Source: an optimization exercise on an open RTL-to-GDS flow (aim: small area and a short achievable clock period). Production flows keep margins and buffers that such runs may drop.
The RTL was checked by simulation tests, not by an equivalence proof against the original design.
No activity file was given, so power comes from the tool's default toggle rates.

Setup of run a:
==> flow/design.v (excerpt) <==
module axil_fetch (
	input  logic S_AXI_ACLK,
	input  logic fifo_reset,
	input  logic i_new_pc,
	input  fetch_pkg::addr_t i_pc,
	input  logic i_ready,
	output fetch_pkg::insn_t o_insn,
	output fetch_pkg::addr_t o_pc,
	output logic o_valid,
	output logic o_illegal,
	output logic M_AXI_ARVALID,
	input  logic M_AXI_ARREADY,
	output fetch_pkg::addr_t M_AXI_ARADDR,
	input  logic M_AXI_RVALID,
	output logic M_AXI_RREADY,
	input  fetch_pkg::bus_word_t M_AXI_RDATA,
	input  logic [1:0] M_AXI_RRESP
);
export LEC_CHECK = 0
export CAP_MARGIN = 20
export CORE_MARGIN = 2
export CORE_UTILIZATION = 60
export PLACE_DENSITY = 0.72
export SETUP_SLACK_MARGIN = 2.1
export SLEW_MARGIN = 20
create_clock -name core_clock -period 4.0 [get_ports {S_AXI_ACLK}]
standard.sh (not shown) runs the stock make flow with config.mk's settings and CLKGATE_MAP_FILE= SYNTH_SCRIPT=/design/flow/synth_recipe.tcl, a recipe that flattens the netlist after the stock synthesis.
==> flow/flow/run.sh <==
#!/bin/bash
# The standard layout, with the smallest buffer on the ports and a clock tree of larger
# sink clusters without dummy loads. make's full output goes to standard.log here, and
# each ORFS step keeps its own log under orfs/logs.
set -euo pipefail
bash standard.sh \
	"BUFFER_PORTS_ARGS=-buffer_cell sky130_fd_sc_hd__buf_1" \
	"CTS_ARGS=-sink_clustering_enable -repair_clock_nets -dont_use_dummy_load -sink_clustering_size 25 -sink_clustering_max_diameter 80" \
	finish > standard.log 2>&1
The inputs of run b differ from those of run a as listed below.
Settings: a change of CORE_UTILIZATION from 60 to 70; a change of PLACE_DENSITY from 0.72 to 0.8; a change of SETUP_SLACK_MARGIN from 2.1 to 2.0.
Notes after the runs:
Run b ends up with a design area that is 0.0015 mm² lower than in run a.
Clock network area share: run a vs run b — no meaningful difference
Tap cell instance count is lower on run b
STATUS standby leakage power: run b wins against run a
Diff run b..run a | cell count after synthesis | unchanged
NOTE die outline area run a->run b decreased by more than 10%
Summary of the comparison: vertical extent of the die is lower in run b, relative to run a.


== run 1 ==
axil_fetch, a different RTL version from the one above (not shown whole).
Size: roughly 1,900 cells after synthesis, roughly 670 flip-flops.
Settings: LEC_CHECK=0, ABC_CLOCK_PERIOD_IN_PS=2000, CAP_MARGIN=20, CORE_MARGIN=2, CORE_UTILIZATION=40, SETUP_SLACK_MARGIN=2.0, SLEW_MARGIN=20; clock period 4.0 ns.
run.sh (not shown) runs the stock make flow with config.mk's settings and CLKGATE_MAP_FILE= SYNTH_SCRIPT=/design/flow/synth_recipe.tcl, a recipe that flattens the netlist after the stock synthesis.
Stock flow here: none of the scripts above is used.
--- input diff run 1..run 2 ---
==> flow/flow/run.sh (new file) <==
#!/bin/bash
# The standard layout, with the smallest buffer on the ports and no dummy loads in the clock tree.
set -euo pipefail
bash standard.sh \
	"BUFFER_PORTS_ARGS=-buffer_cell sky130_fd_sc_hd__buf_1" \
	"CTS_ARGS=-sink_clustering_enable -repair_clock_nets -dont_use_dummy_load" \
	finish > standard.log 2>&1
==> flow/standard.sh (new file) <==
#!/bin/bash
# synth_recipe.tcl (not shown) runs the flow's synth.tcl, then flattens the netlist and writes it again
# the make line also repeats each setting of config.mk as NAME=value (left out here)
make -C /OpenROAD-flow-scripts/flow DESIGN_CONFIG=/design/flow/config.mk WORK_HOME=/design/flow/orfs CLKGATE_MAP_FILE= SYNTH_SCRIPT=/design/flow/synth_recipe.tcl "${@:-finish}"
removed: flow/run.sh
## What came out
Looking at all-layer global routing usage, run 2 sits below run 1.
Sum of internal, switching and leakage power was lower in run 2 than in run 1.
Taking run 1 as the reference point, the sequential portion of the cell area of run 2 rises by 2.9 points.
Run 2 vs run 1 on final cycle utilization of the critical path: run 2 is the higher one.
Going from run 1 to run 2, area used by sequential logic in the layout shrinks by 0.76%.
Post-CTS setup buffer count down 40% in run 2 wrt run 1
Wire length of the first global-routing pass went down by a few percent going from run 1 to run 2.
Compared with run 1, run 2 improves net switching power figure.
Comparing share of power burned in combinational logic for run 1 and run 2, the bigger number came from run 1.
First-pass iteration count of the detailed router came out exactly the same in run 1 and run 2.
The setup slack in run 2 was lower than what run 1 gave.
#### Input delta (run 3 over run 2)
==> flow/flow/run.sh <==
#!/bin/bash
# The standard layout, with the smallest buffer on the ports and a clock tree of larger
# sink clusters without dummy loads. make's full output goes to standard.log here, and
# each ORFS step keeps its own log under orfs/logs.
set -euo pipefail
bash standard.sh \
	"BUFFER_PORTS_ARGS=-buffer_cell sky130_fd_sc_hd__buf_1" \
	"CTS_ARGS=-sink_clustering_enable -repair_clock_nets -dont_use_dummy_load -sink_clustering_size 30 -sink_clustering_max_diameter 100" \
	finish > standard.log 2>&1
==> comparison <==
- Relative to run 2, met3 usage has decreased by 0.75 points in run 3.
- As far as number of distinct library cells after synthesis goes, run 3 and run 2 are indistinguishable; the numbers are identical.
- Summary — CTS H-tree depth, run 3 relative to run 2: lower, by 2.
- As far as post-detailed-placement cell area goes, run 3 and run 2 are indistinguishable; the numbers are identical.
- Taking run 2 as the reference point, the relative area of clock buffers and inverters in the final design of run 3 falls by 3.4 points.
- [run 3] clock share of power fell 12 points relative to run 2
- After detailed routing, run 2 needs more wire than run 3.
- The register clock-pin slew on the reported worst setup and hold paths of run 3 exceeds that of run 2 by 0.04 ns.
- Compared with run 2, run 3 shows overall global routing resource usage lower by 0.84 points.
- Total power (run 3 / run 2): 0.841
[inputs] run 4 vs run 3
Settings: swapping 2000 for 1800 in ABC_CLOCK_PERIOD_IN_PS; swapping 40 for 55 in CORE_UTILIZATION; swapping 2.0 for 2.2 in SETUP_SLACK_MARGIN; putting PLACE_DENSITY at 0.7 where nothing was set.
==> flow/run.sh (new file) <==
#!/bin/bash
# synth_recipe.tcl (not shown) runs the flow's synth.tcl, then flattens the netlist and writes it again
# the make line also repeats each setting of config.mk as NAME=value (left out here)
make -C /OpenROAD-flow-scripts/flow DESIGN_CONFIG=/design/flow/config.mk WORK_HOME=/design/flow/orfs CLKGATE_MAP_FILE= SYNTH_SCRIPT=/design/flow/synth_recipe.tcl finish
removed: flow/flow/run.sh
removed: flow/standard.sh
==> run summary <==
Run 4 reports a higher part of the cycle the worst path needs than run 3 does.
For count of multi-input gates, run 3 and run 4 come out practically identical.
Die area delta for run 4 relative to run 3: about 27% lower
Comparing run 4 against run 3, there is no change at all in synthesized netlist cell count.
| routed via count | run 4 vs run 3 | worse |
The maximum clock rate of run 4 was inferior to that of run 3.


Setup of 01-14:
axil_fetch with an RTL version that a note above also has.
Size: roughly 2600 cells after synthesis, ~640 flip-flops, ~200 I/O pins.
==> flow/config.mk <==
export PLATFORM = sky130hd
export DESIGN_NAME = axil_fetch
export DESIGN_NICKNAME = axil_fetch
export VERILOG_FILES = /design/flow/design.v
export SDC_FILE = /design/flow/constraint.sdc
export NUM_CORES = 4
export LEC_CHECK = 0
export ABC_AREA = 1
export CAP_MARGIN = 20
export CORE_MARGIN = 2
export CORE_UTILIZATION = 70
export PLACE_DENSITY = 0.8
export SETUP_SLACK_MARGIN = 2.0
export SLEW_MARGIN = 20
==> flow/constraint.sdc <==
create_clock -name core_clock -period 4.0 [get_ports {S_AXI_ACLK}]
set_input_delay 0.8000 -clock core_clock [delete_from_list [all_inputs] [get_ports {S_AXI_ACLK}]]
set_output_delay 0.8000 -clock core_clock [all_outputs]
set_load 0.01 [all_outputs]
standard.sh (not shown) runs the stock make flow with config.mk's settings and CLKGATE_MAP_FILE= SYNTH_SCRIPT=/design/flow/synth_recipe.tcl, a recipe that flattens the netlist after the stock synthesis.
==> flow/flow/run.sh <==
#!/bin/bash
# The standard layout, with the smallest buffer on the ports and a clock tree of larger
# sink clusters without dummy loads. make's full output goes to standard.log here, and
# each ORFS step keeps its own log under orfs/logs.
set -euo pipefail
bash standard.sh \
	"BUFFER_PORTS_ARGS=-buffer_cell sky130_fd_sc_hd__buf_1" \
	"CTS_ARGS=-sink_clustering_enable -repair_clock_nets -dont_use_dummy_load -sink_clustering_size 25 -sink_clustering_max_diameter 80" \
	finish > standard.log 2>&1
diff inputs: 01-14 => 06-25
==> flow/config.mk <==
export PLATFORM = sky130hd
export DESIGN_NAME = axil_fetch
export DESIGN_NICKNAME = axil_fetch
export VERILOG_FILES = /design/flow/design.v
export SDC_FILE = /design/flow/constraint.sdc
export NUM_CORES = 4
export LEC_CHECK = 0
export CAP_MARGIN = 20
export CORE_MARGIN = 2
export CORE_UTILIZATION = 75
export PLACE_DENSITY = 0.85
export SETUP_SLACK_MARGIN = 2.0
export SLEW_MARGIN = 20
==> run summary <==
Every stage of the flow completed for 06-25, and the final layout passed the timing, design-rule and antenna checks.
01-14 did not stop at any stage, and its layout met the timing, design-rule and antenna checks.
Of 06-25 and 01-14, it is 06-25 that has the lower final non-filler cell area.
06-25: fmax is 2.8 MHz lower than what 01-14 reported.
From 01-14 to 06-25 the numbers moved as follows: number of unique standard cell types used by synthesis increased by 22 relative to the old numbers, worst setup slack shrank by 11 ps.
A endpoint of the most critical setup path of o_pc[14] is what 01-14 shows, while u_fifo.wr_en[5] belongs to 06-25.
Area overhead of the layout relative to synthesis (lower): 06-25
As of 06-25, horizontal die dimension had fallen by a few percent compared to 01-14.

[port drivers added, routing unchanged]
Ports are ideal in the flow. The routed layouts listed here were re-timed in OpenROAD.
Step 1 (the two cells are an assumption about what drives the block):
set clk [get_ports {S_AXI_ACLK}]
set_driving_cell -lib_cell sky130_fd_sc_hd__clkbuf_16 $clk
set_driving_cell -lib_cell sky130_fd_sc_hd__buf_2 [delete_from_list [all_inputs] $clk]
Step 2 times the ports against the registers' clock, not the clock port: input delays grow and output delays shrink by t, the midpoint of the rising clock arrivals with the driver on.
Slacks: no drivers / after step 1 / after step 2; pairs: no drivers / after step 1.
run	shift t [ns]	setup WS [ns]	hold slack, ns	slew at the worst register clock pin (ns)	cell pins on the clock port's net
run a	0.651	2.039 / 1.983 / 1.493	0.471 / 0.435 / 0.472	0.10 / 0.10	1
run b	0.649	2.029 / 1.968 / 1.473	0.472 / 0.437 / 0.472	0.10 / 0.10	1
run 1	0.666	1.921 / 1.890 / 1.314	0.488 / 0.488 / 0.488	0.06 / 0.06	1
run 2	0.643	1.909 / 1.909 / 1.389	0.489 / 0.474 / 0.489	0.06 / 0.06	1
run 3	0.669	1.882 / 1.882 / 1.340	0.473 / 0.438 / 0.488	0.11 / 0.11	1
run 4	0.664	1.849 / 1.818 / 1.393	0.475 / 0.475 / 0.475	0.07 / 0.07	1
01-14	0.582	2.020 / 1.966 / 1.520	0.449 / 0.449 / 0.449	0.10 / 0.10	1
06-25	0.643	2.009 / 1.976 / 1.433	0.466 / 0.433 / 0.493	0.10 / 0.10	1
After both steps every run listed still meets setup and hold. For run 1, which loses most, drivers alone change the setup slack by -0.031 ns; drivers and shift together by -0.607 ns.
